Context: an optimization exercise on an open-source flow, tuned for a short achievable clock period and few clock cycles. The choices shown serve that exercise and are no tape-out recipe. In this exercise RTL edits were held to simulation tests only and were not proved equivalent to the original. Power is estimated from default activity; no workload was simulated.

<file path="run.sh">
#!/bin/bash
# synth_recipe.tcl (not shown) runs the flow's synth.tcl, then flattens the netlist and writes it again
# the make line also repeats each setting of config.mk as NAME=value (left out here)
make -C /OpenROAD-flow-scripts/flow DESIGN_CONFIG=/design/flow/config.mk WORK_HOME=/design/flow/orfs CLKGATE_MAP_FILE= SYNTH_SCRIPT=/design/flow/synth_recipe.tcl finish
</file>
<file path="config.mk">
export PLATFORM = sky130hd
export DESIGN_NAME = dcache_ctrl
export DESIGN_NICKNAME = dcache_ctrl
export VERILOG_FILES = /design/flow/design.v
export SDC_FILE = /design/flow/constraint.sdc
export NUM_CORES = 4
export LEC_CHECK = 0
export ABC_CLOCK_PERIOD_IN_PS = 500
export CAP_MARGIN = 20
export CORE_MARGIN = 2
export CORE_UTILIZATION = 50
export SETUP_SLACK_MARGIN = 3.4
export SLEW_MARGIN = 20
</file>
<file path="constraint.sdc">
create_clock -name core_clock -period 6.0 [get_ports {clk}]
set_input_delay 1.2000 -clock core_clock [delete_from_list [all_inputs] [get_ports {clk}]]
set_output_delay 1.2000 -clock core_clock [all_outputs]
set_load 0.01 [all_outputs]
</file>
<file path="design.v">
module dcache_ctrl #(
  parameter int INDEX_BITS = 4
) (
  input  logic        clk,
  input  logic        rst,
  input  logic [31:0] address,
  input  logic [31:0] writeData,
  input  logic        memRead,
  input  logic        memWrite,
  output logic [31:0] readData,
  output logic        hit,
  output logic        memReq,
  output logic        memWe,
  output logic [31:0] memAddr,
  output logic [31:0] memWriteData,
  input  logic        memReady,
  input  logic [31:0] memReadData
);
  localparam int LINE_WORDS = 4;
  localparam int LINES      = 1 << INDEX_BITS;
  localparam int SLOTS      = LINES * LINE_WORDS;
  localparam int TAG_W      = 28 - INDEX_BITS;
  logic [SLOTS-1:0]      wvalid;
  logic [TAG_W-1:0]      tag_arr  [LINES];
  logic [31:0]           data_arr [SLOTS];
  logic                  cv;         
  logic                  hit_q;      
  logic                  cand_q;     
  logic [31:0]           rp_q;
  logic [31:0]           rq0_q;
  logic [31:0]           rq1_q;
  logic                  mreq_q;     
  logic                  mwe_q;      
  logic                  we_q;       
  logic [31:2]           maddr_q;    
  logic [31:0]           mwd_q;      
  logic                  mown_q;     
  logic [SLOTS-1:0]      sdec_q;     
  logic                  rf_active;
  logic [27:0]           rf_line;    
  logic [1:0]            rf_word;    
  logic [1:0]            rf_cnt;     
  logic                  tw_q;       
  logic [SLOTS-1:0]      rfdec_q;    
  logic                  unused_byte_offset;
  assign unused_byte_offset = ^address[1:0];
  logic [31:2]           a;
  logic [1:0]            a_word;
  logic [INDEX_BITS-1:0] a_index;
  logic [TAG_W-1:0]      a_tag;
  logic [5:0]            a_slot;
  assign a       = address[31:2];
  assign a_word  = a[3:2];
  assign a_index = a[3+INDEX_BITS:4];
  assign a_tag   = a[31:4+INDEX_BITS];
  assign a_slot  = a[3+INDEX_BITS:2];
  logic req, is_st, is_ld;
  assign req   = memRead || memWrite;
  assign is_st = memWrite;
  assign is_ld = memRead && !memWrite;
  logic [LINES-1:0] tag_m, word_v;
  always_comb begin
    for (int i = 0; i < LINES; i++) begin
      tag_m[i]  = (tag_arr[i] == a_tag);
      word_v[i] = tag_m[i] && wvalid[i*LINE_WORDS + a_word];
    end
  end
  logic rf_on;    
  assign rf_on = rf_active && !mwe_q;
  logic tag_eq, word_valid, line_pend, match;
  assign tag_eq     = tag_m[a_index];
  assign word_valid = word_v[a_index];
  assign line_pend  = rf_active && (rf_line == a[31:4]);
  assign match      = rf_on && ({rf_line, rf_word} == a);
  assign memReq       = mreq_q;
  assign memWe        = we_q;
  assign memAddr      = {maddr_q, 2'b00};
  assign memWriteData = mwd_q;
  logic rf_beat, rf_last, rf_busy;
  assign rf_beat = rf_on && memReady;
  assign rf_last = rf_beat && (rf_cnt == 2'd3);
  assign rf_busy = rf_active && !rf_last;    
  logic done, act;
  assign done = hit_q || (cand_q && memReady);
  assign act  = req && !done;    
  assign hit  = done;
  assign readData = rq0_q | rq1_q | (memReadData & rp_q);
  logic ld_go;    
  assign ld_go = act && is_ld && !line_pend && !rf_busy;
  logic start_rf;
  assign start_rf = ld_go && !word_valid;
  logic ld_next;
  assign ld_next = cv && (start_rf ||
                   (line_pend && !rf_last && !match &&
                    ((rf_beat ? rf_word + 2'd1 : rf_word) == a_word)));
  logic st_hold, ld_cand;
  assign st_hold = act && is_st;              
  assign ld_cand = act && is_ld && ld_next;   
  always_ff @(posedge clk or posedge rst) begin
    if (rst) begin
      cv        <= 1'b0;
      hit_q     <= 1'b0;
      cand_q    <= 1'b0;
      mreq_q    <= 1'b0;
      mwe_q     <= 1'b0;
      we_q      <= 1'b0;
      rf_active <= 1'b0;
      tw_q      <= 1'b0;
      wvalid    <= '0;
    end else begin
      cv     <= act;
      hit_q  <= act && is_ld && (word_valid || (match && memReady));
      cand_q <= st_hold || ld_cand;
      rf_active <= rf_busy || start_rf;
      tw_q      <= start_rf;
      mreq_q    <= st_hold || rf_busy || start_rf;
      mwe_q     <= st_hold;
      we_q      <= st_hold || !(rf_busy || start_rf);
      for (int s = 0; s < SLOTS; s++) begin
        if (rf_beat && rfdec_q[s]) wvalid[s] <= 1'b1;
      end
      for (int i = 0; i < LINES; i++) begin
        if (ld_go && !word_v[i] && a_index == i) wvalid[i*LINE_WORDS +: LINE_WORDS] <= '0;
      end
    end
  end
  logic [31:0] lo_n, hi_n;
  logic        pass_n;
  assign lo_n = match ? memReadData : (a_slot[5] ? 32'd0 : data_arr[{1'b0, a_slot[4:0]}]);
  assign hi_n = (match || !a_slot[5]) ? 32'd0 : data_arr[{1'b1, a_slot[4:0]}];
  assign pass_n  = cv && !match;
  logic [31:0] wdata;
  assign wdata = mwe_q ? writeData : memReadData;    
  always_ff @(posedge clk) begin
    rp_q  <= lo_n | {32{pass_n}};
    rq0_q <= lo_n & {32{!pass_n}};
    rq1_q <= hi_n & {32{!pass_n}};
    if (rf_busy) begin
      rf_line <= rf_line;
      rf_word <= rf_beat ? rf_word + 2'd1 : rf_word;
      rf_cnt  <= rf_beat ? rf_cnt + 2'd1 : rf_cnt;
      if (rf_beat) begin
        for (int s = 0; s < SLOTS; s++) begin
          rfdec_q[s] <= rfdec_q[(s & ~(LINE_WORDS-1)) | ((s + LINE_WORDS - 1) & (LINE_WORDS-1))];
        end
      end
    end else begin
      rf_line <= a[31:4];
      rf_word <= a_word;
      rf_cnt  <= 2'd0;
      for (int s = 0; s < SLOTS; s++) rfdec_q[s] <= (a_slot == s);
    end
    if (rf_busy && !st_hold) maddr_q <= {rf_line, rf_beat ? rf_word + 2'd1 : rf_word};
    else                     maddr_q <= a;
    mwd_q <= writeData;
    if (!mwe_q) begin
      mown_q <= tag_eq;
      for (int s = 0; s < SLOTS; s++) sdec_q[s] <= (a_slot == s);
    end
    for (int s = 0; s < SLOTS; s++) begin
      if ((rf_on && rfdec_q[s]) ||
          (mwe_q && mown_q && sdec_q[s])) data_arr[s] <= wdata;
    end
    if (tw_q) tag_arr[rf_line[INDEX_BITS-1:0]] <= rf_line[27:INDEX_BITS];
  end
endmodule
</file>
==> impl_metrics.tcl, run 1 <==
set metrics [dict create \
    via_per_inst 6.702 \
    drt_iter0_drc 11810 \
    dp_cells 9139 \
    synth_area_leader_cell "edfxtp_1" \
    ios 200 \
    ys_warn_count 2 \
    setup.worst_path.class "in2out" \
    multi_input_area_sq_mm 0.02443 \
    endpoint_kind "output port" \
    hold_class "in2reg" \
    crit_required_ps 4800 \
    core_sq_mm 0.2092 \
    ant_nets 0 \
    crit_arrival_ps 1870 \
    status "timing/DRC/antenna clean" \
    grt_overflow 0 \
    fmax_mhz 325.6 \
    clkSinkCount 2823 \
    slew_headroom_pct 9.657 \
    wl_per_cell_um 38.89 \
    setup_viol 0 \
    vias 67370 \
    synth-main-ff-cell "edfxtp_1" \
    die_h_um 462.1 \
    rsz0062_at_grt "true" \
    hold_buffers 0 \
    syn-cell-area_sq_mm 0.1049 \
    stdcell_count 10050 \
    layout-drive-gt1-share_pct 28.48 \
    ir_worst_vdd_mv 0.3821 \
    synth_top_cell_area_share_pct 74.10 \
    synth-seq-cells 2823 \
    drv_cap 0 \
    setup_tns_ps 0 \
    start_util_pct 50.16 \
    syn_avg_cell_area_sq_um 17.10 \
    hpwl_um 201300 \
    synthTopCellsByArea "edfxtp_1 74%, a22oi_1 6.5%, dfxtp_1 3.1%, xnor2_1 2.2%, dfrtp_1 1.7%" \
    n_fill_cell 14880 \
    ys_seq_area_share_pct 78.91 \
    die-width_um 462.1 \
    finalClockSkew_ps 54.51 \
    regArea_sq_mm 0.08290 \
    synthTopCellsByCount "2589 x edfxtp_1, 912 x a22oi_1, 354 x nand2_1" \
    hold_viol 0 \
    htree_levels 5 \
    slew_viol_final 0 \
    synthCells 6136 \
    clkTransAtPathRegs_ps 60 \
    port_buffers 195 \
    grt_pass1_wl_um 511000 \
    grt_max_degree 69 \
    path_max_fanout 2 \
    worst_slew_pin_slew_ps 1355 \
    cts_buffers 305 \
    synthArstFlopShare_pct 2.550 \
    root_buffer "clkbuf_16" \
    wl_um 390900 \
    cts_tree "yes" \
    start_kind "input port" \
    grt.total_usage_pct 35.11 \
    areaGrowthSynthToFinish_pct 24.65 \
    gp_congestion 0.8143 \
    clk_path_buf_depth 4 \
    fin_nets 7128 \
    cellLeakagePower_nw 44.59 \
    fin_crit_ps 3071 \
    drt_pass1_iterations 6 \
    synth_most_common_cell "edfxtp_1" \
    clock_latency_ps 980 \
    grt_antenna_before_repair 11 \
    total_power_mw 56.66 \
    synth_edf_count 2589 \
    cellPowerDensity_mw_per_mm2 433.3 \
    grt_pass1_vias 62370 \
    fin_crit_sh_pct 51.19 \
    drc 0 \
    die_area_sq_mm 0.2135 \
    placementRows 168 \
    yosysUniqueCellTypes 66 \
]
[area by class of cell]
cell class | instances | share of cell area (%)
Inverter | 13 | 0.04305
Clock buffer | 410 | 6.358
Clock inverter | 114 | 0.7242
Antenna cell | 4 | 0.007654
Multi-Input combinational cell | 2954 | 18.68
Timing Repair Buffer | 929 | 8.111
Tap cell | 2805 | 2.684
Sequential cell | 2823 | 63.39
[power breakdown]
group | switching [mW] | internal [mW] | leakage [nW]
Sequential | 1.41 | 27.1 | 26.3
Clock | 7.55 | 10.4 | 4.53
Combinational | 7.78 | 2.48 | 13.8
[state kept, by name, indices dropped and copies added (netlist names), 2 cells and up]
name and cells:
tag_arr 384, rq0_q 32, rf_cnt 2, rfdec_q 64, sdec_q 64, mwd_q 32
data_arr 2048, rq1_q 32, maddr_q 30, rp_q 32, rf_line 28, rf_word 2
wvalid 64
[critical path, stage by stage]
cell     delay, ps
buf_12         120
a211o_4        390
buf_6          150
[path summary, 6_finish.rpt]
kind                                      start          endpoint  slack [ps]  depth (start not counted)
worst min-delay path            memReadData[19]          rp_q[19]         470                          3
worst min register to register        rf_cnt[1]         rf_cnt[1]         470                          2
worst max-delay path            memReadData[21]      readData[21]        2930                          3
min in group asynchronous                   rst              tw_q         500                          2
worst max register to register        rf_active  data_arr[49][31]        3290                          5
max in group asynchronous                   rst        wvalid[54]        4380                          3
[placed cells by master (no fill, tap or decap), types with 46 or more instances in the layout]
| cell | n |
|---|---|
| edfxtp_1 | 2589 |
| a22oi_1 | 798 |
| buf_4 | 442 |
| clkbuf_16 | 335 |
| nand2_1 | 325 |
| xnor2_1 | 255 |
| buf_6 | 162 |
| nand4_1 | 161 |
| xor2_1 | 154 |
| nor2_1 | 151 |
| buf_12 | 136 |
| a22oi_2 | 114 |
| dfxtp_1 | 113 |
| a21oi_1 | 96 |
| mux2_2 | 91 |
| clkbuf_1 | 83 |
| dfrtp_1 | 71 |
| nor2_4 | 62 |
| buf_2 | 62 |
| nand3_1 | 51 |
| clkinv_1 | 48 |
| a22o_4 | 48 |
| nor3_1 | 46 |
[metrics by stage]
step	instance area [sq um]	worst slack, ps	utilization [%]	hold WS [ps]
floorplan	107200	2964	-	440.0
global placement	113000	941.0	54.05	450.8
detailed placement	113200	898.4	54.11	464.1
CTS	126900	2916	60.67	428.6
global route	130800	2938	62.52	466.2
finish	130800	2929	62.53	468.3
[layer usage]
layer / GRT usage [%] / routed length [um]
met5: 0 / 229
met4: 14.76 / 19900
met3: 8.344 / 54680
met2: 52.92 / 174200
met1: 49.19 / 141900
[cells by family after synthesis]
| logic type | share of synthesized area (%) |
|---|---|
| buffers and inverters | 1.698 |
| AND/OR/NAND/NOR | 4.873 |
| XOR/XNOR | 3.473 |
| other | 0.003574 |
| multiplexers | 1.829 |
| AO/OA/AOI/OAI | 9.200 |
| flip-flops | 78.91 |
| adder cells (fa/ha/maj) | 0.01192 |
[what timing repair did]
| action | CTS | global route |
|---|---|---|
| gates cloned | 24 | 29 |
| buffers inserted | 223 | 107 |
| setup endpoints to repair | 2847 | 1357 |
| pin swaps | 101 | 233 |
| gates resized for setup | 1157 | 469 |
Testbench counts, summed over its fixed seeds: cycles 44,488.
==> run 2: changes to the inputs <==
--- a/config.mk
+++ b/config.mk
@@ -10,4 +10,4 @@
 export CORE_MARGIN = 2
-export CORE_UTILIZATION = 50
-export SETUP_SLACK_MARGIN = 3.4
+export CORE_UTILIZATION = 55
+export SETUP_SLACK_MARGIN = 3.5
 export SLEW_MARGIN = 20
==> run 2 against run 1 <==
Die area decreased by 9.0%. Cell count shrank 1.4%. Still clean. Clock power is essentially flat. Count of clock-buffer cells in the layout is 7 lower. Utilization is 7.8 points higher. Largest power group unchanged. Hold slack better by 8.5 ps. Via count rose by 2.2%. First-iteration DRC count up 5.9%.
==> impl_metrics.tcl, run 2 <==
set metrics [dict create \
    status "timing/DRC/antenna clean" \
    synthArstFlopShare_pct 2.550 \
    clk_path_buf_depth 4 \
    fin_nets 7275 \
    path_max_fanout 3 \
    finalClockSkew_ps 72.46 \
    rsz0062_at_grt "true" \
    wl_um 409800 \
    setup.worst_path.class "in2out" \
    synth-main-ff-cell "edfxtp_1" \
    final_cell_mix "2589 x edfxtp_1, 788 x a22oi_1, 465 x buf_4" \
    start_kind "input port" \
    grt_antenna_before_repair 27 \
    port_buffers 195 \
    hold_class "in2reg" \
    placementRows 160 \
    syn-cell-area_sq_mm 0.1049 \
    die_h_um 440.8 \
    cpPeakStageDelay_ps 360 \
    clkTransAtPathRegs_ps 60 \
    ios 200 \
    die_area_sq_mm 0.1943 \
    cellPowerDensity_mw_per_mm2 431.9 \
    synth_top_cell_area_share_pct 74.10 \
    synthCells 6136 \
    multi_input_area_sq_mm 0.02473 \
    cp_cell_sequence "buf_8 -> a211o_4 -> buf_6" \
    worst_slew_pin_slew_ps 1011 \
    grt_overflow 0 \
    r2r-end "rp_q[30]" \
    endpoint_kind "output port" \
    die-width_um 440.8 \
    ir_worst_vdd_mv 0.3400 \
    drt_iter0_drc 12500 \
    final_common_cell "edfxtp_1" \
    path_delay_family "compound AO/OA/AOI/OAI gates" \
    syn_avg_cell_area_sq_um 17.10 \
    clock_latency_ps 980 \
    ys_warn_count 2 \
    vias 68860 \
    top_register "data_arr" \
    grt_max_degree 69 \
    grt_pass1_vias 63580 \
    fin_crit_ps 3009 \
    largest_reg_flops 2048 \
    regArea_sq_mm 0.08290 \
    crit_end "readData[8]" \
    wl_per_cell_um 41.34 \
    start_util_pct 55.28 \
    grt_pass1_wl_um 536300 \
    areaGrowthSynthToFinish_pct 27.18 \
    synth-seq-cells 2823 \
    crit_path_start "memReadData[8]" \
    htree_levels 5 \
    drc 0 \
    cpMaxStageDelayCell "a211o_4" \
    synth_edf_count 2589 \
    fin_crit_sh_pct 50.15 \
    ant_nets 0 \
    synthTopCellsByArea "edfxtp_1 74%, a22oi_1 6.5%, dfxtp_1 3.1%, xnor2_1 2.2%, dfrtp_1 1.7%" \
    crit_arrival_ps 1810 \
    drv_cap 0 \
    hpwl_um 195600 \
    place_ws_ps 876.7 \
    root_buffer "clkbuf_16" \
    slew_viol_final 0 \
    drt_pass1_iterations 6 \
    r2r-start "rf_line[13]" \
    synth_most_common_cell "edfxtp_1" \
    gp_congestion 0.8269 \
    crit_required_ps 4800 \
    setup_viol 0 \
    cts_tree "yes" \
    setup_ws_ps 2991 \
    cellLeakagePower_nw 45.98 \
    hold_viol 0 \
    n_fill_cell 11990 \
    grt.total_usage_pct 40.99 \
    synthTopCellsByCount "2589 x edfxtp_1, 912 x a22oi_1, 354 x nand2_1" \
    setup_tns_ps 0 \
    slew_headroom_pct 32.61 \
    cts_buffers 303 \
    yosysUniqueCellTypes 66 \
    synth_area_leader_cell "edfxtp_1" \
    reg2reg_setup_slack_ps 3290 \
    clkSinkCount 2823 \
    crit_buf_inv 2 \
    ff2ff_path_depth 13 \
    crit_cells 3 \
    core_sq_mm 0.1898 \
    via_per_inst 6.946 \
    layout-drive-gt1-share_pct 30.63 \
    fmax_mhz 332.4 \
    ys_seq_area_share_pct 78.91 \
]
## run 2: cell types whose count changed in the layout (fill, tap and decap cells not counted), sizes merged, moves of 2 or more
cell | previous run | this run
and2 | 32 | 35
clkinv | 91 | 98
clkbuf | 434 | 429
diode | 4 | 10
a22o | 106 | 116
buf | 863 | 996
bufinv | 16 | 18
## run 2: metrics by stage
step / utilization, % / total power, mW / cells / area, sq um / hold slack, ps
6_report: 70.31 / 57.63 / 9913 / 133400 / 476.9
2_1_floorplan: - / 32.14 / 6137 / 107200 / 440.0
5_1_grt: 70.30 / 58.55 / 9903 / 133400 / 467.8
3_5_place_dp: 59.34 / 37.41 / 8817 / 112600 / 469.1
4_1_cts: 68.05 / 56.62 / 9743 / 129200 / 437.0
3_3_place_gp: 59.31 / 37.17 / 8814 / 112600 / 448.9
## run 2: logic make-up (layout without fill, tap and decap cells)
group	Yosys count	count (layout)	share of synthesized area, %
AND/OR/NAND/NOR	1064	1073	4.873
AO/OA/AOI/OAI	1303	1317	9.200
other	1	12	0.003574
adder cells (fa/ha/maj)	1	1	0.01192
flip-flops	2823	2823	78.91
XOR/XNOR	416	416	3.473
multiplexers	158	158	1.829
buffers and inverters	370	1602	1.698
## run 2: cell type report
class / count / area share (%)
flip-flops and latches: 2823 / 62.13
multi-input cells: 2967 / 18.53
repair buffers: 1065 / 9.952
clock buffers: 403 / 6.208
well taps: 2511 / 2.355
clock inverters: 121 / 0.7652
inverters: 13 / 0.03938
diodes: 10 / 0.01875
## run 2: worst min path at each step
stage / startpoint / to / slack, ps / cells past startpoint
6_report: memReadData[16] / rp_q[16] / 480 / 3
5_1_grt: address[28] / rf_line[24] / 470 / 1
4_1_cts: memReadData[5] / rp_q[5] / 440 / 3
3_5_place_dp: rf_cnt[1] / rf_cnt[1] / 470 / 2
3_3_place_gp: rf_cnt[1] / rf_cnt[1] / 450 / 2
2_1_floorplan: rf_cnt[1] / rf_cnt[1] / 440 / 2
## run 2: routing by layer
| metal | track usage (%) | vias up | routed length (um) |
|---|---|---|---|
| li1 | - | 26650 | - |
| met1 | 55.47 | 35130 | 142300 |
| met2 | 60.07 | 5841 | 180200 |
| met3 | 11.17 | 1220 | 58090 |
| met4 | 23.70 | 22 | 28840 |
| met5 | 0.6700 | - | 313 |
## run 2: timing repair
| action | 4_1_cts | 5_1_grt |
|---|---|---|
| buffers inserted | 338 | 131 |
| pin swaps | 198 | 255 |
| setup endpoints to repair | 2484 | 616 |
| hold endpoints to repair | 0 | 0 |
| resized for setup | 1306 | 472 |
| hold buffers | 0 | 0 |
| cloned | 64 | 27 |
## run 2: report_power, final
part	internal [mW]	leakage [nW]	switching, mW	total (mW)
sequential	27.1	26.3	1.55	28.6
combinational	2.89	15.2	8.10	11.0
clock	10.4	4.55	7.58	18.0
## run 2: worst min-delay path: stages
cell and delay, ps:
buf_6 90, mux2i_4 60, nand2_2 50
==> run 3: changes to the inputs <==
--- a/design.v
+++ b/design.v
@@ -34,6 +34,9 @@
   logic                  we_q;       
-  logic [31:2]           maddr_q;    
-  logic [31:0]           mwd_q;      
+  logic                  nc_q;       
+  logic [31:2]           ap_q, aq_q;
+  logic                  pw_q;       
   logic                  mown_q;     
   logic [SLOTS-1:0]      sdec_q;     
+  logic [5:0]            sslot_q;    
+  logic [31:0]           sd_q;       
   logic                  rf_active;
@@ -74,6 +77,8 @@
   assign match      = rf_on && ({rf_line, rf_word} == a);
-  assign memReq       = mreq_q;
+  logic st_now;    
+  assign st_now       = memWrite && nc_q;
+  assign memReq       = mreq_q || st_now;
   assign memWe        = we_q;
-  assign memAddr      = {maddr_q, 2'b00};
-  assign memWriteData = mwd_q;
+  assign memAddr      = {aq_q | (a & ap_q), 2'b00};
+  assign memWriteData = writeData;
   logic rf_beat, rf_last, rf_busy;
@@ -83,3 +88,3 @@
   logic done, act;
-  assign done = hit_q || (cand_q && memReady);
+  assign done = hit_q || (memReady && (cand_q || st_now));
   assign act  = req && !done;    
@@ -87,2 +92,5 @@
   assign readData = rq0_q | rq1_q | (memReadData & rp_q);
+  logic blk, blkd_q, cvx;
+  assign blk = pw_q && mown_q && (a_slot == sslot_q);
+  assign cvx = cv && !blkd_q;
   logic ld_go;    
@@ -92,3 +100,3 @@
   logic ld_next;
-  assign ld_next = cv && (start_rf ||
+  assign ld_next = cvx && (start_rf ||
                    (line_pend && !rf_last && !match &&
@@ -103,2 +111,5 @@
       cand_q    <= 1'b0;
+      nc_q      <= 1'b0;
+      pw_q      <= 1'b0;
+      blkd_q    <= 1'b0;
       mreq_q    <= 1'b0;
@@ -111,3 +122,3 @@
       cv     <= act;
-      hit_q  <= act && is_ld && (word_valid || (match && memReady));
+      hit_q  <= act && is_ld && !blk && (word_valid || (match && memReady));
       cand_q <= st_hold || ld_cand;
@@ -118,2 +129,5 @@
       we_q      <= st_hold || !(rf_busy || start_rf);
+      nc_q      <= !(st_hold || rf_busy || start_rf) && !act;
+      pw_q      <= st_now && memReady;
+      blkd_q    <= blk;
       for (int s = 0; s < SLOTS; s++) begin
@@ -130,5 +144,7 @@
   assign hi_n = (match || !a_slot[5]) ? 32'd0 : data_arr[{1'b1, a_slot[4:0]}];
-  assign pass_n  = cv && !match;
+  assign pass_n  = cvx && !match;
+  logic        st_w;
   logic [31:0] wdata;
-  assign wdata = mwe_q ? writeData : memReadData;    
+  assign st_w  = mwe_q || pw_q;
+  assign wdata = st_w ? sd_q : memReadData;
   always_ff @(posedge clk) begin
@@ -152,7 +168,13 @@
     end
-    if (rf_busy && !st_hold) maddr_q <= {rf_line, rf_beat ? rf_word + 2'd1 : rf_word};
-    else                     maddr_q <= a;
-    mwd_q <= writeData;
+    if (rf_busy && !st_hold) begin
+      ap_q <= {rf_line, rf_beat ? rf_word + 2'd1 : rf_word};
+      aq_q <= {rf_line, rf_beat ? rf_word + 2'd1 : rf_word};
+    end else begin
+      ap_q <= '1;
+      aq_q <= '0;
+    end
     if (!mwe_q) begin
-      mown_q <= tag_eq;
+      mown_q  <= tag_eq;
+      sslot_q <= a_slot;
+      sd_q    <= writeData;
       for (int s = 0; s < SLOTS; s++) sdec_q[s] <= (a_slot == s);
@@ -161,3 +183,3 @@
       if ((rf_on && rfdec_q[s]) ||
-          (mwe_q && mown_q && sdec_q[s])) data_arr[s] <= wdata;
+          (st_w && mown_q && sdec_q[s])) data_arr[s] <= wdata;
     end
==> run 3 against run 2 <==
Fmax fell by 5.4%. Total power grew 3.5%. Routed wire length decreased by 0.48%. Sequential share of layout area increased by 0.63 points. Critical path type unchanged. Largest cell class unchanged.
==> impl_metrics.tcl, run 3 <==
set metrics [dict create \
    status "timing/DRC/antenna clean" \
    slew_viol_final 0 \
    clk_path_buf_depth 4 \
    final_cell_mix "2627 x edfxtp_1, 873 x a22oi_1, 541 x buf_4" \
    root_buffer "clkbuf_16" \
    r2r-start "rf_line[10]" \
    synthArstFlopShare_pct 2.621 \
    synth-compound-area-share_pct 9.223 \
    setup_tns_ps 0 \
    areaGrowthSynthToFinish_pct 25.27 \
    worst_slew_pin_slew_ps 1147 \
    crit_required_ps 4800 \
    slew_headroom_pct 23.51 \
    grt_pass1_vias 64370 \
    fin_crit_sh_pct 53.03 \
    wl_per_cell_um 40.43 \
    clock_latency_ps 960 \
    synthTopCellsByArea "edfxtp_1 74%, a22oi_1 7.0%, dfxtp_1 3.0%, xnor2_1 2.2%, dfrtp_1 1.8%" \
    synth-main-ff-cell "edfxtp_1" \
    clkSinkCount 2862 \
    start_kind "input port" \
    use_met3_pct 9.223 \
    hold_start "writeData[26]" \
    setup_viol 0 \
    placementRows 161 \
    clkTransAtPathRegs_ps 60 \
    fin_crit_ps 3182 \
    synth-seq-cells 2862 \
    synth_most_common_cell "edfxtp_1" \
    drv_cap 0 \
    cts_buffers 303 \
    cp_common_cell "buf_6" \
    ios 200 \
    grt_pass1_wl_um 534100 \
    synth_top_family_by_area "compound AO/OA/AOI/OAI gates" \
    finalClockSkew_ps 52.85 \
    largest_reg_flops 2048 \
    gr-max-usage-layer "met2" \
    path_delay_family "compound AO/OA/AOI/OAI gates" \
    fmax_mhz 314.3 \
    ir_worst_vdd_mv 0.5909 \
    port_buffers 195 \
    top_register "data_arr" \
    grt.total_usage_pct 39.74 \
    synthCells 6309 \
    drt_iter0_drc 12330 \
    hpwl_um 202600 \
    final_common_cell "edfxtp_1" \
    synth_edf_count 2627 \
    ys_warn_count 2 \
    cts_tree "yes" \
    drc 0 \
    path_max_fanout 2 \
    synth_area_leader_cell "edfxtp_1" \
    crit_arrival_ps 1980 \
    synthAdderAreaFrac_pct 0.01170 \
    grt_max_degree 69 \
    setup.worst_path.class "in2out" \
    fin_nets 7435 \
    met2_usage_pct 60.28 \
    ant_nets 0 \
    cellLeakagePower_nw 46.86 \
    cp_cell_sequence "buf_6 -> buf_8 -> a211o_4 -> buf_6" \
    hold_class "in2reg" \
    syn_avg_cell_area_sq_um 16.95 \
    wl_um 407800 \
    core_sq_mm 0.1928 \
    die_h_um 444.9 \
    ys_seq_area_share_pct 78.54 \
    cellPowerDensity_mw_per_mm2 445.5 \
    crit_buf_inv 3 \
    crit_path_start "memReadData[5]" \
    grt_overflow 0 \
    grt_antenna_before_repair 13 \
    cpMaxStageDelayCell "a211o_4" \
    synth_mux_area_share_pct 1.707 \
    die_area_sq_mm 0.1979 \
    layout-drive-gt1-share_pct 28.87 \
    htree_levels 5 \
    synthTopCellsByCount "2627 x edfxtp_1, 992 x a22oi_1, 423 x nand2_1" \
    rsz0062_at_grt "true" \
    gp_congestion 0.8157 \
    finalInstanceArea_sq_mm 0.1339 \
    syn-cell-area_sq_mm 0.1069 \
    endpoint_kind "output port" \
    die-width_um 444.9 \
    via_per_inst 6.881 \
    start_util_pct 55.46 \
    yosysUniqueCellTypes 63 \
    synth_top_cell_area_share_pct 73.79 \
    met1_usage_pct 53.76 \
    dpl_cell_area_sq_mm 0.1146 \
    cpPeakStageDelay_ps 400 \
    hold_viol 0 \
    synth_xor_area_share_pct 3.465 \
    synthSimpleGateAreaFrac_pct 5.240 \
    vias 69400 \
    drt_pass1_iterations 6 \
]
run 3: cell count changes after synthesis, sizes merged, moves of 38 or more:
cell	change
edfxtp	+38
nor2	-64
nand3	-45
nand2	+69
a22oi	+80
nor3	+48
run 3: per-stage QoR:
| stage | instances | hold WS (ps) | power (mW) | utilization (%) | setup slack (ps) |
|---|---|---|---|---|---|
| floorplan | 6310 | 440.0 | 34.07 | - | 2827 |
| detailed placement | 8995 | 466.8 | 39.77 | 59.43 | 845.3 |
| global placement | 8990 | 454.5 | 39.48 | 59.37 | 810.5 |
| finish | 10090 | 419.5 | 59.67 | 69.47 | 2818 |
| global route | 10080 | 404.3 | 60.71 | 69.46 | 2839 |
| CTS | 9886 | 381.1 | 58.33 | 67.69 | 2814 |
run 3: worst reg2reg max path, stage by stage (launching register included):
cell	delay, ps
edfxtp_1	350
buf_4	240
xnor2_1	310
nand4_1	230
nor3_4	290
buf_12	160
nand3_4	180
buf_6	190
buf_6	110
buf_12	140
buf_16	200
mux2i_4	230
nor2_1	110
run 3: layer usage:
layer | vias up | wire length [um]
met4 | 14 | 27370
li1 | 27170 | -
met5 | - | 97
met1 | 35550 | 143300
met3 | 1149 | 54370
met2 | 5524 | 182600
run 3: cell type report:
cell class | count | area [sq um]
sequential | 2862 | 84050
antenna | 9 | 22.52
clock buffer | 406 | 8318
timing repair buffer | 1082 | 12410
inverter | 7 | 86.33
multi-input combinational | 3076 | 24930
clock inverter | 117 | 948.4
timing repair inverter | 1 | 5.005
tap | 2526 | 3161
fill | 12460 | 58850
run 3: cells by family after synthesis:
family                   count (synthesis)
AND/OR/NAND/NOR                       1132
XOR/XNOR                               423
buffers and inverters                  394
flip-flops                            2862
multiplexers                           151
AO/OA/AOI/OAI                         1345
other                                    1
adder cells (fa/ha/maj)                  1
run 3: final timing paths:
kind                                to  slack [ps]  cells past startpoint
min reg2reg                  rf_cnt[1]         480                      2
max                        readData[5]        2820                      4
min in group asynchronous       cand_q         810                      2
max reg2reg                  rq0_q[28]        3210                     12
max in group asynchronous   wvalid[60]        4090                      3
min                           sd_q[26]         420                      1
run 3: where the power goes:
| part | total (mW) | switching [mW] | internal [mW] | leakage, nW |
|---|---|---|---|---|
| Sequential | 29.9 | 1.69 | 28.2 | 26.7 |
| Clock | 18.0 | 7.58 | 10.4 | 4.53 |
| Combinational | 11.8 | 8.72 | 3.05 | 15.7 |
run 3: what timing repair did:
| action | CTS | global route |
|---|---|---|
| endpoints found under the setup margin | 4305 | 907 |
| setup buffers | 326 | 168 |
| cloned | 42 | 22 |
| hold buffers | 0 | 0 |
| gates resized for setup | 1520 | 328 |
| pin swaps | 119 | 159 |
Testbench counts of run 3, summed over its fixed seeds: cycles 42,733.
==> run 4: changes to the inputs <==
--- a/config.mk
+++ b/config.mk
@@ -10,3 +10,3 @@
 export CORE_MARGIN = 2
-export CORE_UTILIZATION = 55
+export CORE_UTILIZATION = 60
 export SETUP_SLACK_MARGIN = 3.5
==> run 4 against run 3 <==
Total power increased by 0.17%. Sequential power about the same. Fmax increased by 2.8%. Sequential share of layout area about the same. Critical path depth increased by 7. Global-route usage increased by 4.1 points. Cell count decreased by 2.1%. Flip-flop and latch count unchanged. Non-clock buffer count decreased by 21. Clock power about the same. First-iteration DRC count increased by 7.1%. Register-to-register slack improved by 40 ps.
==> impl_metrics.tcl, run 4 <==
set metrics [dict create \
    wl_per_cell_um 40.88 \
    synth_most_common_cell "edfxtp_1" \
    synthArstFlopShare_pct 2.621 \
    ios 200 \
    path_max_fanout 14 \
    die-width_um 426.1 \
    endpoint_kind "flip-flop" \
    setup_tns_ps 0 \
    crit_path_start "address[7]" \
    rsz0062_at_grt "true" \
    vias 69860 \
    final_common_cell "edfxtp_1" \
    whs_path_depth 1 \
    synth-main-ff-cell "edfxtp_1" \
    ys_warn_count 2 \
    grt.total_usage_pct 43.88 \
    grt_pass1_vias 65140 \
    hold_viol 0 \
    yosysUniqueCellTypes 63 \
    fin_crit_sh_pct 51.56 \
    top_register "data_arr" \
    finalInstanceArea_sq_mm 0.1339 \
    syn_avg_cell_area_sq_um 16.95 \
    worst_slew_pin_slew_ps 1378 \
    cts_buffers 301 \
    hold_buffers 0 \
    drt_pass1_iterations 6 \
    grt_overflow 0 \
    grt_antenna_before_repair 14 \
    ff2ff_path_depth 8 \
    crit_arrival_ps 3920 \
    r2r-end "mreq_q" \
    via_per_inst 7.077 \
    fmax_mhz 323.2 \
    cellPowerDensity_mw_per_mm2 446.4 \
    cp_cell_sequence "buf_16 -> buf_16 -> buf_4 -> nor2b_1 -> o21ai_1 -> a21o_1 -> o22ai_2 -> o21a_1 -> buf_4 -> buf_6 -> nor2_4" \
    fin_crit_ps 3094 \
    path_delay_family "simple AND/OR/NAND/NOR gates" \
    cellLeakagePower_nw 46.86 \
    status "timing/DRC/antenna clean" \
    grt_pass1_wl_um 536300 \
    reg2reg_setup_slack_ps 3250 \
    synthCells 6309 \
    clk_path_buf_depth 4 \
    hold_start "writeData[26]" \
    setup_viol 0 \
    clkSinkCount 2862 \
    core_sq_mm 0.1767 \
    start_kind "input port" \
    ir_worst_vdd_mv 0.4085 \
    largest_reg_flops 2048 \
    finalClockSkew_ps 45.08 \
    drt_iter0_drc 13210 \
    drc 0 \
    synth_top_cell_area_share_pct 73.79 \
    synth-seq-cells 2862 \
    final_cell_mix "2627 x edfxtp_1, 831 x a22oi_1, 498 x buf_4" \
    ys_seq_area_share_pct 78.54 \
    start_util_pct 60.51 \
    setup.worst_path.class "in2reg" \
    synthTopCellsByArea "edfxtp_1 74%, a22oi_1 7.0%, dfxtp_1 3.0%, xnor2_1 2.2%, dfrtp_1 1.8%" \
    hold_class "in2reg" \
    gp_congestion 0.8295 \
    cts_tree "yes" \
    grt_max_degree 65 \
    clkTransAtPathRegs_ps 60 \
    min_to "sd_q[26]" \
    drv_cap 0 \
    clock_latency_ps 970 \
    placementRows 154 \
    port_buffers 195 \
    dpl_cell_area_sq_mm 0.1140 \
    slew_headroom_pct 7.963 \
    slew_viol_final 0 \
    synth_edf_count 2627 \
    wl_um 403600 \
    hpwl_um 199000 \
    syn-cell-area_sq_mm 0.1069 \
    cpMaxStageDelayCell "nor2b_1" \
    die_area_sq_mm 0.1816 \
    synth_area_leader_cell "edfxtp_1" \
    htree_levels 5 \
    cpPeakStageDelay_ps 1100 \
    synthTopCellsByCount "2627 x edfxtp_1, 992 x a22oi_1, 423 x nand2_1" \
    layout-drive-gt1-share_pct 29.54 \
    r2r-start "tag_arr[0][16]" \
    fin_nets 7414 \
    ant_nets 0 \
    die_h_um 426.1 \
    root_buffer "clkbuf_16" \
    areaGrowthSynthToFinish_pct 25.24 \
    crit_buf_inv 5 \
    crit_required_ps 6820 \
]
==> run 4: repair_timing <==
action                     in CTS  in global routing
gates cloned                   54                 13
buffers inserted              349                133
pin swaps                     212                210
gates resized for setup      1599                383
setup endpoints to repair    3990               1535
==> run 4: area by class of cell <==
| cell class | count | area (sq um) |
|---|---|---|
| inverter | 7 | 53.80 |
| clock buffer | 417 | 8377 |
| timing repair inverter | 1 | 7.507 |
| multi-input combinational | 3078 | 25260 |
| tap | 2340 | 2928 |
| clock inverter | 99 | 898.4 |
| sequential | 2862 | 84060 |
| antenna | 7 | 17.52 |
| fill | 10210 | 42800 |
| timing repair buffer | 1061 | 12290 |
==> run 4: cell families (layout without fill, tap and decap cells) <==
kind of cell             count (synthesis)  count (layout)  synth area share, %
flip-flops                            2862            2862                78.54
AO/OA/AOI/OAI                         1345            1362                9.223
AND/OR/NAND/NOR                       1132            1139                5.240
adder cells (fa/ha/maj)                  1               1              0.01170
buffers and inverters                  394            1585                1.812
XOR/XNOR                               423             423                3.465
multiplexers                           151             151                1.707
other                                    1               9             0.003508
==> run 4: worst max-delay path by stage <==
stage / end / slack [ps] / cells past startpoint
floorplan: mreq_q / 2830 / 9
global placement: rq0_q[3] / 1040 / 12
detailed placement: rq0_q[3] / 1000 / 12
CTS: hit / 2920 / 4
global route: we_q / 2860 / 11
finish: we_q / 2910 / 11
==> run 4: power by group <==
group	internal, mW	switching (mW)
sequential	28.3	1.79
combinational	2.96	8.76
clock	10.4	7.55
total	41.7	18.1
==> run 4: metrics by stage <==
step / setup slack (ps) / util, % / hold slack (ps) / instances / power (mW)
after floorplan: 2827 / - / 440.0 / 6310 / 34.07
after CTS: 2923 / 73.88 / 384.1 / 9715 / 58.68
after global placement: 1041 / 64.47 / 452.2 / 8793 / 39.41
after detailed placement: 998.9 / 64.50 / 472.0 / 8796 / 39.71
final: 2906 / 75.78 / 422.2 / 9872 / 59.77
after global routing: 2860 / 75.77 / 405.5 / 9865 / 60.73
==> run 4: metal layers <==
metal  routed length (um)  vias up  track usage (%)
met5                  146        -                0
met4                28540       16            24.34
met3                61100     1305            11.76
met2               177800     6341            64.64
met1               136000    35080            59.95
li1                     -    27120                -
==> run 5: changes to the inputs <==
--- a/design.v
+++ b/design.v
@@ -46,3 +46,2 @@
   logic                  tw_q;       
-  logic [SLOTS-1:0]      rfdec_q;    
   logic                  unused_byte_offset;
@@ -100,5 +99,5 @@
   logic ld_next;
-  assign ld_next = cvx && (start_rf ||
+  assign ld_next = (start_rf && cvx) ||
                    (line_pend && !rf_last && !match &&
-                    ((rf_beat ? rf_word + 2'd1 : rf_word) == a_word)));
+                    ((rf_beat ? rf_word + 2'd1 : rf_word) == a_word));
   logic st_hold, ld_cand;
@@ -133,3 +132,3 @@
       for (int s = 0; s < SLOTS; s++) begin
-        if (rf_beat && rfdec_q[s]) wvalid[s] <= 1'b1;
+        if (rf_beat && {rf_line[INDEX_BITS-1:0], rf_word} == s) wvalid[s] <= 1'b1;
       end
@@ -144,3 +143,3 @@
   assign hi_n = (match || !a_slot[5]) ? 32'd0 : data_arr[{1'b1, a_slot[4:0]}];
-  assign pass_n  = cvx && !match;
+  assign pass_n  = !match && (cvx || (line_pend && !wvalid[rf_line[INDEX_BITS-1:0]*LINE_WORDS + a_word]));
   logic        st_w;
@@ -157,7 +156,2 @@
       rf_cnt  <= rf_beat ? rf_cnt + 2'd1 : rf_cnt;
-      if (rf_beat) begin
-        for (int s = 0; s < SLOTS; s++) begin
-          rfdec_q[s] <= rfdec_q[(s & ~(LINE_WORDS-1)) | ((s + LINE_WORDS - 1) & (LINE_WORDS-1))];
-        end
-      end
     end else begin
@@ -166,3 +160,2 @@
       rf_cnt  <= 2'd0;
-      for (int s = 0; s < SLOTS; s++) rfdec_q[s] <= (a_slot == s);
     end
@@ -182,3 +175,3 @@
     for (int s = 0; s < SLOTS; s++) begin
-      if ((rf_on && rfdec_q[s]) ||
+      if ((rf_on && {rf_line[INDEX_BITS-1:0], rf_word} == s) ||
           (st_w && mown_q && sdec_q[s])) data_arr[s] <= wdata;
--- a/config.mk
+++ b/config.mk
@@ -10,4 +10,4 @@
 export CORE_MARGIN = 2
-export CORE_UTILIZATION = 60
-export SETUP_SLACK_MARGIN = 3.5
+export CORE_UTILIZATION = 50
+export SETUP_SLACK_MARGIN = 3.4
 export SLEW_MARGIN = 20
==> run 5 against run 4 <==
First-iteration DRC count decreased by 13%. Critical path type is now reg2reg. Synthesized area decreased by 2.4%. Hold slack got worse by 8.1 ps. Total power decreased by 21%. Clock power about the same. Synthesized cell count decreased by 0.29%. Combinational power decreased by 51%. Critical path depth unchanged. Fmax decreased by 8.1%. Routed wire length decreased by 3.2%. Utilization decreased by 14 points.
==> impl_metrics.tcl, run 5 <==
set metrics [dict create \
    status "timing/DRC/antenna clean" \
    syn_avg_cell_area_sq_um 16.59 \
    p_int_mw 35.49 \
    final_common_cell "edfxtp_1" \
    fin_crit_sh_pct 56.13 \
    final_cell_mix "2563 x edfxtp_1, 990 x a22oi_1, 450 x nand2_1" \
    regArea_sq_mm 0.08211 \
    vias 66730 \
    cellPowerDensity_mw_per_mm2 370.9 \
    port_buffers 195 \
    fin_crit_ps 3368 \
    rsz0062_at_grt "true" \
    htree_levels 5 \
    drt_iter0_drc 11520 \
    r2r-start "rf_line[1]" \
    syn-cell-area_sq_mm 0.1043 \
    slew_viol_final 0 \
    ys_seq_area_share_pct 78.63 \
    worst_slew_pin_slew_ps 1010 \
    die_h_um 460.8 \
    core_sq_mm 0.2073 \
    setup.worst_path.class "reg2reg" \
    p_comb_share_pct 12.2 \
    start_util_pct 50.34 \
    areaGrowthSynthToFinish_pct 22.54 \
    synth-seq-cells 2798 \
    synth_area_leader_cell "edfxtp_1" \
    r2r-end "rq1_q[20]" \
    drc 0 \
    drt_pass1_iterations 8 \
    grt.total_usage_pct 36.27 \
    drv_cap 0 \
    crit_path_start "rf_line[1]" \
    setup_viol 0 \
    slew_headroom_pct 32.69 \
    ff2ff_path_depth 11 \
    cts_tree "yes" \
    largest_reg_flops 2048 \
    finish.utilization_pct 61.69 \
    setup_tns_ps 0 \
    fin_nets 7149 \
    multi_input_area_sq_mm 0.02281 \
    synthCells 6291 \
    synthArstFlopShare_pct 2.680 \
    via_per_inst 6.641 \
    n_fill_cell 15020 \
    die-width_um 460.8 \
    wl_um 390700 \
    power_frac_clock_pct 37.8 \
    grt_pass1_wl_um 521900 \
    hpwl_um 201200 \
    gp_congestion 0.8622 \
    crit_required_ps 6840 \
    layout-drive-gt1-share_pct 22.02 \
    cellLeakagePower_nw 43.54 \
    start_kind "flip-flop" \
    placementRows 167 \
    crit_arrival_ps 4210 \
    root_buffer "clkbuf_16" \
    grt_pass1_vias 62690 \
    cts_buffers 301 \
    synth_most_common_cell "edfxtp_1" \
    grt_overflow 0 \
    seq_power_share_pct 50.0 \
    ir_worst_vdd_mv 0.3625 \
    synth_top_cell_area_share_pct 73.76 \
    yosysUniqueCellTypes 62 \
    grt_antenna_before_repair 17 \
    synth_edf_count 2563 \
    p_sw_share_pct 25.18 \
    grt_max_degree 76 \
    path_max_fanout 5 \
    ys_warn_count 2 \
    ios 200 \
    crit_end "rq1_q[20]" \
    clkSinkCount 2798 \
    clkTransAtPathRegs_ps 60 \
    synthTopCellsByArea "edfxtp_1 74%, a22oi_1 7.1%, dfxtp_1 3.1%, xnor2_1 2.0%, dfrtp_1 1.8%" \
    clock_latency_ps 970 \
    reg2reg_setup_slack_ps 2630 \
    finalClockSkew_ps 79.95 \
    die_area_sq_mm 0.2124 \
    ant_nets 0 \
    hold_class "in2reg" \
    fmax_mhz 296.9 \
    synth-main-ff-cell "edfxtp_1" \
    wl_per_cell_um 38.89 \
    hold_viol 0 \
    netSwitchingPower_mw 11.94 \
    clk_path_buf_depth 4 \
    synthTopCellsByCount "2563 x edfxtp_1, 992 x a22oi_1, 469 x nand2_1" \
    top_register "data_arr" \
    hold_buffers 0 \
    endpoint_kind "flip-flop" \
]
run 5: changes by cell type after synthesis, sizes merged, moves of 26 or more:
cell,change
a22o,-64
a32o,+32
and3,-26
buf,-158
clkbuf,+183
edfxtp,-64
mux2,-68
mux2i,-35
nand2,+46
o21ai,+67
o32a,+32
xnor2,-31
xor2,+31
run 5: worst min-delay path by stage:
stage / startpoint / slack [ps] / to / depth (start not counted)
2_1_floorplan: rf_cnt[1] / 440 / rf_cnt[1] / 2
3_3_place_gp: rf_cnt[1] / 450 / rf_cnt[1] / 2
3_5_place_dp: rf_cnt[1] / 460 / rf_cnt[1] / 2
4_1_cts: writeData[3] / 370 / sd_q[3] / 1
5_1_grt: writeData[3] / 390 / sd_q[3] / 1
6_report: writeData[3] / 410 / sd_q[3] / 1
run 5: logic make-up (layout without fill, tap and decap cells):
kind of cell | count (synthesis) | after routing | share of synthesized area, %
buffers and inverters | 420 | 1375 | 1.710
muxes | 54 | 54 | 0.8094
other | 1 | 8 | 0.003594
adders and majority gates | 5 | 5 | 0.05995
AOI/OAI and AO/OA | 1378 | 1378 | 9.674
xor gates and xnor gates | 423 | 423 | 3.550
and+or+nand+nor | 1212 | 1219 | 5.566
DFF | 2798 | 2798 | 78.63
run 5: worst max-delay path, stage by stage (launching register included):
cell and delay, ps:
edfxtp_1 490, xor2_4 260, nor4_4 390, nand4_1 410
nor4_4 400, buf_4 190, nand2_1 140, or2_4 370
nand3_4 200, buf_12 160, clkbuf_16 190, a21oi_1 50
run 5: what timing repair did:
action / 4_1_cts / 5_1_grt
setup endpoints to repair: 4366 / 1771
setup buffers: 239 / 60
pin swaps: 121 / 74
gates resized for setup: 1410 / 155
gates cloned: 18 / 12
run 5: per-stage QoR:
step | power, mW | cell area, sq um | hold slack (ps) | instances | worst slack, ps
floorplan | 26.42 | 106800 | 440.0 | 6292 | 2429
global placement | 28.91 | 112500 | 450.3 | 9192 | 764.2
detailed placement | 29.06 | 112700 | 458.3 | 9198 | 724.6
CTS | 47.07 | 126400 | 374.5 | 9969 | 2764
global route | 48.41 | 127900 | 385.5 | 10040 | 2690
finish | 47.43 | 127900 | 414.1 | 10050 | 2632
run 5: area by class of cell:
cell class	count	area share, %
flip-flops and latches	2798	64.22
multi-input cells	3081	17.84
repair buffers	853	7.895
clock buffers	412	6.465
well taps	2788	2.728
clock inverters	102	0.8171
inverters	8	0.02936
diodes	6	0.01174
run 5: power by group through the flow:
stage / Sequential, mW / Clock [mW] / Combinational [mW]
global route: 23.8 / 18.7 / 5.91
CTS: 23.7 / 18.0 / 5.40
floorplan: 24.1 / 0 / 2.35
finish: 23.7 / 17.9 / 5.79
global placement: 24.1 / 0 / 4.81
detailed placement: 24.2 / 0 / 4.91
run 5: per-layer routing:
metal	global-route usage [%]	wire length (um)	share of wire, %
met1	47.47	136000	35
met2	56.08	178200	46
met3	8.900	51720	13
met4	19.59	24710	6.3
met5	0	71	0.018
Testbench counts of run 5, summed over its fixed seeds: cycles 42,733.
==> run 6: changes to the inputs <==
--- a/config.mk
+++ b/config.mk
@@ -7,7 +7,8 @@
 export LEC_CHECK = 0
-export ABC_CLOCK_PERIOD_IN_PS = 500
+export ABC_CLOCK_PERIOD_IN_PS = 300
 export CAP_MARGIN = 20
 export CORE_MARGIN = 2
-export CORE_UTILIZATION = 50
-export SETUP_SLACK_MARGIN = 3.4
+export CORE_UTILIZATION = 45
+export SETUP_SLACK_MARGIN = 3.5
 export SLEW_MARGIN = 20
+export TNS_END_PERCENT = 30
==> run 6 against run 5 <==
Sequential share of layout area is 0.83 points lower. Critical path depth is 6 lower. Register-to-register slack improved by 310 ps. Clock power about the same. Utilization shrank 5.5 points. First-iteration DRC count fell by 5.9%. Synthesized cell count unchanged. Design area is 1.3% higher. Largest cell class unchanged.
==> impl_metrics.tcl, run 6 <==
set metrics [dict create \
    synthTopCellsByCount "2563 x edfxtp_1, 992 x a22oi_1, 469 x nand2_1" \
    fmax_mhz 314.9 \
    fin_crit_ps 3176 \
    drv_cap 0 \
    finalInstanceArea_sq_mm 0.1295 \
    clkTransAtPathRegs_ps 60 \
    wl_met3_um 44520 \
    crit_arrival_ps 1980 \
    final_common_cell "edfxtp_1" \
    slew_viol_final 0 \
    setup.worst_path.class "in2out" \
    areaGrowthSynthToFinish_pct 24.13 \
    netSwitchingPower_mw 11.94 \
    synth_top_cell_area_share_pct 73.76 \
    p_int_mw 35.42 \
    htree_levels 5 \
    fin_nets 7243 \
    vias 67100 \
    clock_latency_ps 950 \
    cts_buffers 303 \
    synthArstFlopShare_pct 2.680 \
    wl_per_cell_um 36.74 \
    synth-main-ff-cell "edfxtp_1" \
    core_sq_mm 0.2303 \
    placementRows 176 \
    syn_avg_cell_area_sq_um 16.59 \
    ys_warn_count 2 \
    ir_worst_vdd_mv 0.2628 \
    start_util_pct 45.30 \
    hold_class "in2reg" \
    die_h_um 485.5 \
    p_comb_share_pct 12.1 \
    rsz0062_at_grt "true" \
    fin_crit_sh_pct 52.93 \
    drt_pass1_iterations 6 \
    grt_overflow 0 \
    drc 0 \
    path_max_fanout 3 \
    hold_buffers 0 \
    clkSinkCount 2798 \
    setup_viol 0 \
    power_frac_clock_pct 37.8 \
    clk_path_buf_depth 4 \
    finish.utilization_pct 56.23 \
    seq_power_share_pct 50.1 \
    start_kind "input port" \
    grt.total_usage_pct 31.51 \
    synthTopCellsByArea "edfxtp_1 74%, a22oi_1 7.1%, dfxtp_1 3.1%, xnor2_1 2.0%, dfrtp_1 1.8%" \
    ys_seq_area_share_pct 78.63 \
    final_cell_mix "2563 x edfxtp_1, 963 x a22oi_1, 473 x buf_4" \
    synthCells 6291 \
    setup_tns_ps 0 \
    port_buffers 195 \
    top_layer "met5" \
    via_per_inst 6.457 \
    cts_tree "yes" \
    hold-worst-slack_ps 422.2 \
    wl_um 381900 \
    synth_edf_count 2563 \
    synth_area_leader_cell "edfxtp_1" \
    crit_required_ps 4800 \
    crit_buf_inv 3 \
    die-width_um 485.5 \
    cellLeakagePower_nw 44.22 \
    top_register "data_arr" \
    ios 200 \
    grt_pass1_vias 63280 \
    cpPeakStageDelay_ps 200 \
    dpl_cell_area_sq_mm 0.1125 \
    largest_reg_flops 2048 \
    wl_met1_um 137300 \
    slew_headroom_pct 34.96 \
    grt_antenna_before_repair 7 \
    cp_cell_sequence "buf_12 -> a21o_1 -> a21oi_2 -> inv_2 -> buf_6" \
    layout-drive-gt1-share_pct 24.62 \
    ant_nets 0 \
    drt_iter0_drc 10840 \
    worst_slew_pin_slew_ps 975.6 \
    gp_congestion 0.8785 \
    synth-seq-cells 2798 \
    root_buffer "clkbuf_16" \
    finalClockSkew_ps 79.97 \
    cellPowerDensity_mw_per_mm2 365.6 \
    die_area_sq_mm 0.2357 \
    hpwl_um 193900 \
    p_sw_share_pct 25.21 \
    yosysUniqueCellTypes 62 \
    grt_max_degree 76 \
    cpMaxStageDelayCell "a21oi_2" \
    wl_met2_um 175400 \
    synth_most_common_cell "edfxtp_1" \
    grt_pass1_wl_um 515100 \
    endpoint_kind "output port" \
    hold_viol 0 \
    status "timing/DRC/antenna clean" \
    path_delay_family "buffers and inverters" \
    syn-cell-area_sq_mm 0.1043 \
]
==> run 6: cell counts after synthesis <==
No cell type changed its count.
==> run 6: routing by layer <==
layer / vias to the layer above / global-route usage [%]
li1: 26580 / -
met1: 34480 / 41.42
met2: 4994 / 49.88
met3: 1045 / 6.300
met4: 4 / 16.35
met5: - / 0
==> run 6: final timing paths <==
kind | startpoint | to | slack (ps) | cells after the start
max in group asynchronous | rst | wvalid[34] | 4580 | 3
min in group asynchronous | rst | we_q | 790 | 3
hold reg to reg | rf_cnt[1] | rf_cnt[1] | 470 | 2
setup reg to reg | wvalid[51] | rq1_q[3] | 2940 | 8
setup / recovery | memWrite | hit | 2820 | 5
hold / removal | writeData[25] | sd_q[25] | 420 | 1
==> run 6: kinds of logic (layout without fill, tap and decap cells) <==
family	after synthesis	in the layout	share of synthesized area, %
AND/OR/NAND/NOR	1212	1213	5.566
multiplexers	54	54	0.8094
other	1	8	0.003594
AO/OA/AOI/OAI	1378	1378	9.674
buffers and inverters	420	1488	1.710
flip-flops	2798	2798	78.63
adder cells (fa/ha/maj)	5	5	0.05995
XOR/XNOR	423	423	3.550
==> run 6: power groups by stage <==
stage / clock, mW / sequential (mW) / combinational (mW)
4_1_cts: 18.0 / 23.7 / 5.42
2_1_floorplan: 0 / 24.1 / 2.17
6_report: 17.9 / 23.7 / 5.74
3_5_place_dp: 0 / 24.2 / 4.80
5_1_grt: 18.7 / 23.8 / 5.86
3_3_place_gp: 0 / 24.1 / 4.69
==> run 6: metrics by stage <==
stage	power [mW]	worst slack (ps)	cells
6_report	47.36	2824	10390
5_1_grt	48.39	2794	10390
3_5_place_dp	28.95	793.6	9446
4_1_cts	47.09	2860	10320
2_1_floorplan	26.26	2429	6292
3_3_place_gp	28.79	825.6	9440
==> run 6: layout make-up <==
| type | count | area, sq um |
|---|---|---|
| sequential | 2798 | 82100 |
| timing repair buffer | 951 | 10930 |
| inverter | 8 | 32.53 |
| tap | 3026 | 3786 |
| fill | 17590 | 100800 |
| clock buffer | 409 | 8314 |
| antenna | 6 | 15.01 |
| clock inverter | 120 | 1018 |
| multi-input combinational | 3075 | 23320 |
==> run 6: worst reg2reg max path, cell delays in order, from the launching register on <==
cell	delay, ps
dfrtp_1	380
mux4_2	540
mux4_2	500
mux4_2	540
or2_4	340
nand3_4	210
buf_6	140
buf_12	190
nor2b_1	90
==> run 6: repair_timing <==
action	in CTS	in global routing
setup endpoints to repair	3635	1794
endpoints found under the hold margin	0	0
resized for setup	1478	210
buffers inserted	316	65
cloned	25	6
pin swaps	178	149

what the ideal ports hide:
The flow's constraints put no driver on any port. The routed layouts listed below were extracted and timed again, unchanged, in two steps. Step 1 sets driving cells, clkbuf_16 on the clock port and buf_2 on the other inputs (assumed; they add their load-dependent delay and slew). Step 2 also shifts input and output timing later by t, the mid clock arrival at the registers, as if the neighbouring blocks saw the same clock. Three values: ideal, step 1, step 2; two values: the first two.
| run | shift t [ns] | setup slack, ns | hold WS [ns] | worst setup path at the end |
|---|---|---|---|---|
| run 1 | 1.042 | 2.929 / 2.863 / 2.207 | 0.468 / 0.419 / 0.471 | input to register |
| run 2 | 1.044 | 2.991 / 2.899 / 2.114 | 0.477 / 0.432 / 0.477 | input to register |
| run 3 | 1.020 | 2.818 / 2.788 / 2.098 | 0.419 / 0.373 / 0.481 | input to register |
| run 4 | 1.046 | 2.906 / 2.872 / 1.899 | 0.422 / 0.364 / 0.493 | input to register |
| run 5 | 1.014 | 2.632 / 2.616 / 1.602 | 0.414 / 0.368 / 0.467 | input to register |
| run 6 | 0.992 | 2.824 / 2.627 / 1.634 | 0.422 / 0.376 / 0.470 | input to register |
After both steps every run listed still meets setup and hold. The setup slack of run 6, which loses most, moves by -0.197 ns with the drivers and by -1.190 ns with both steps.
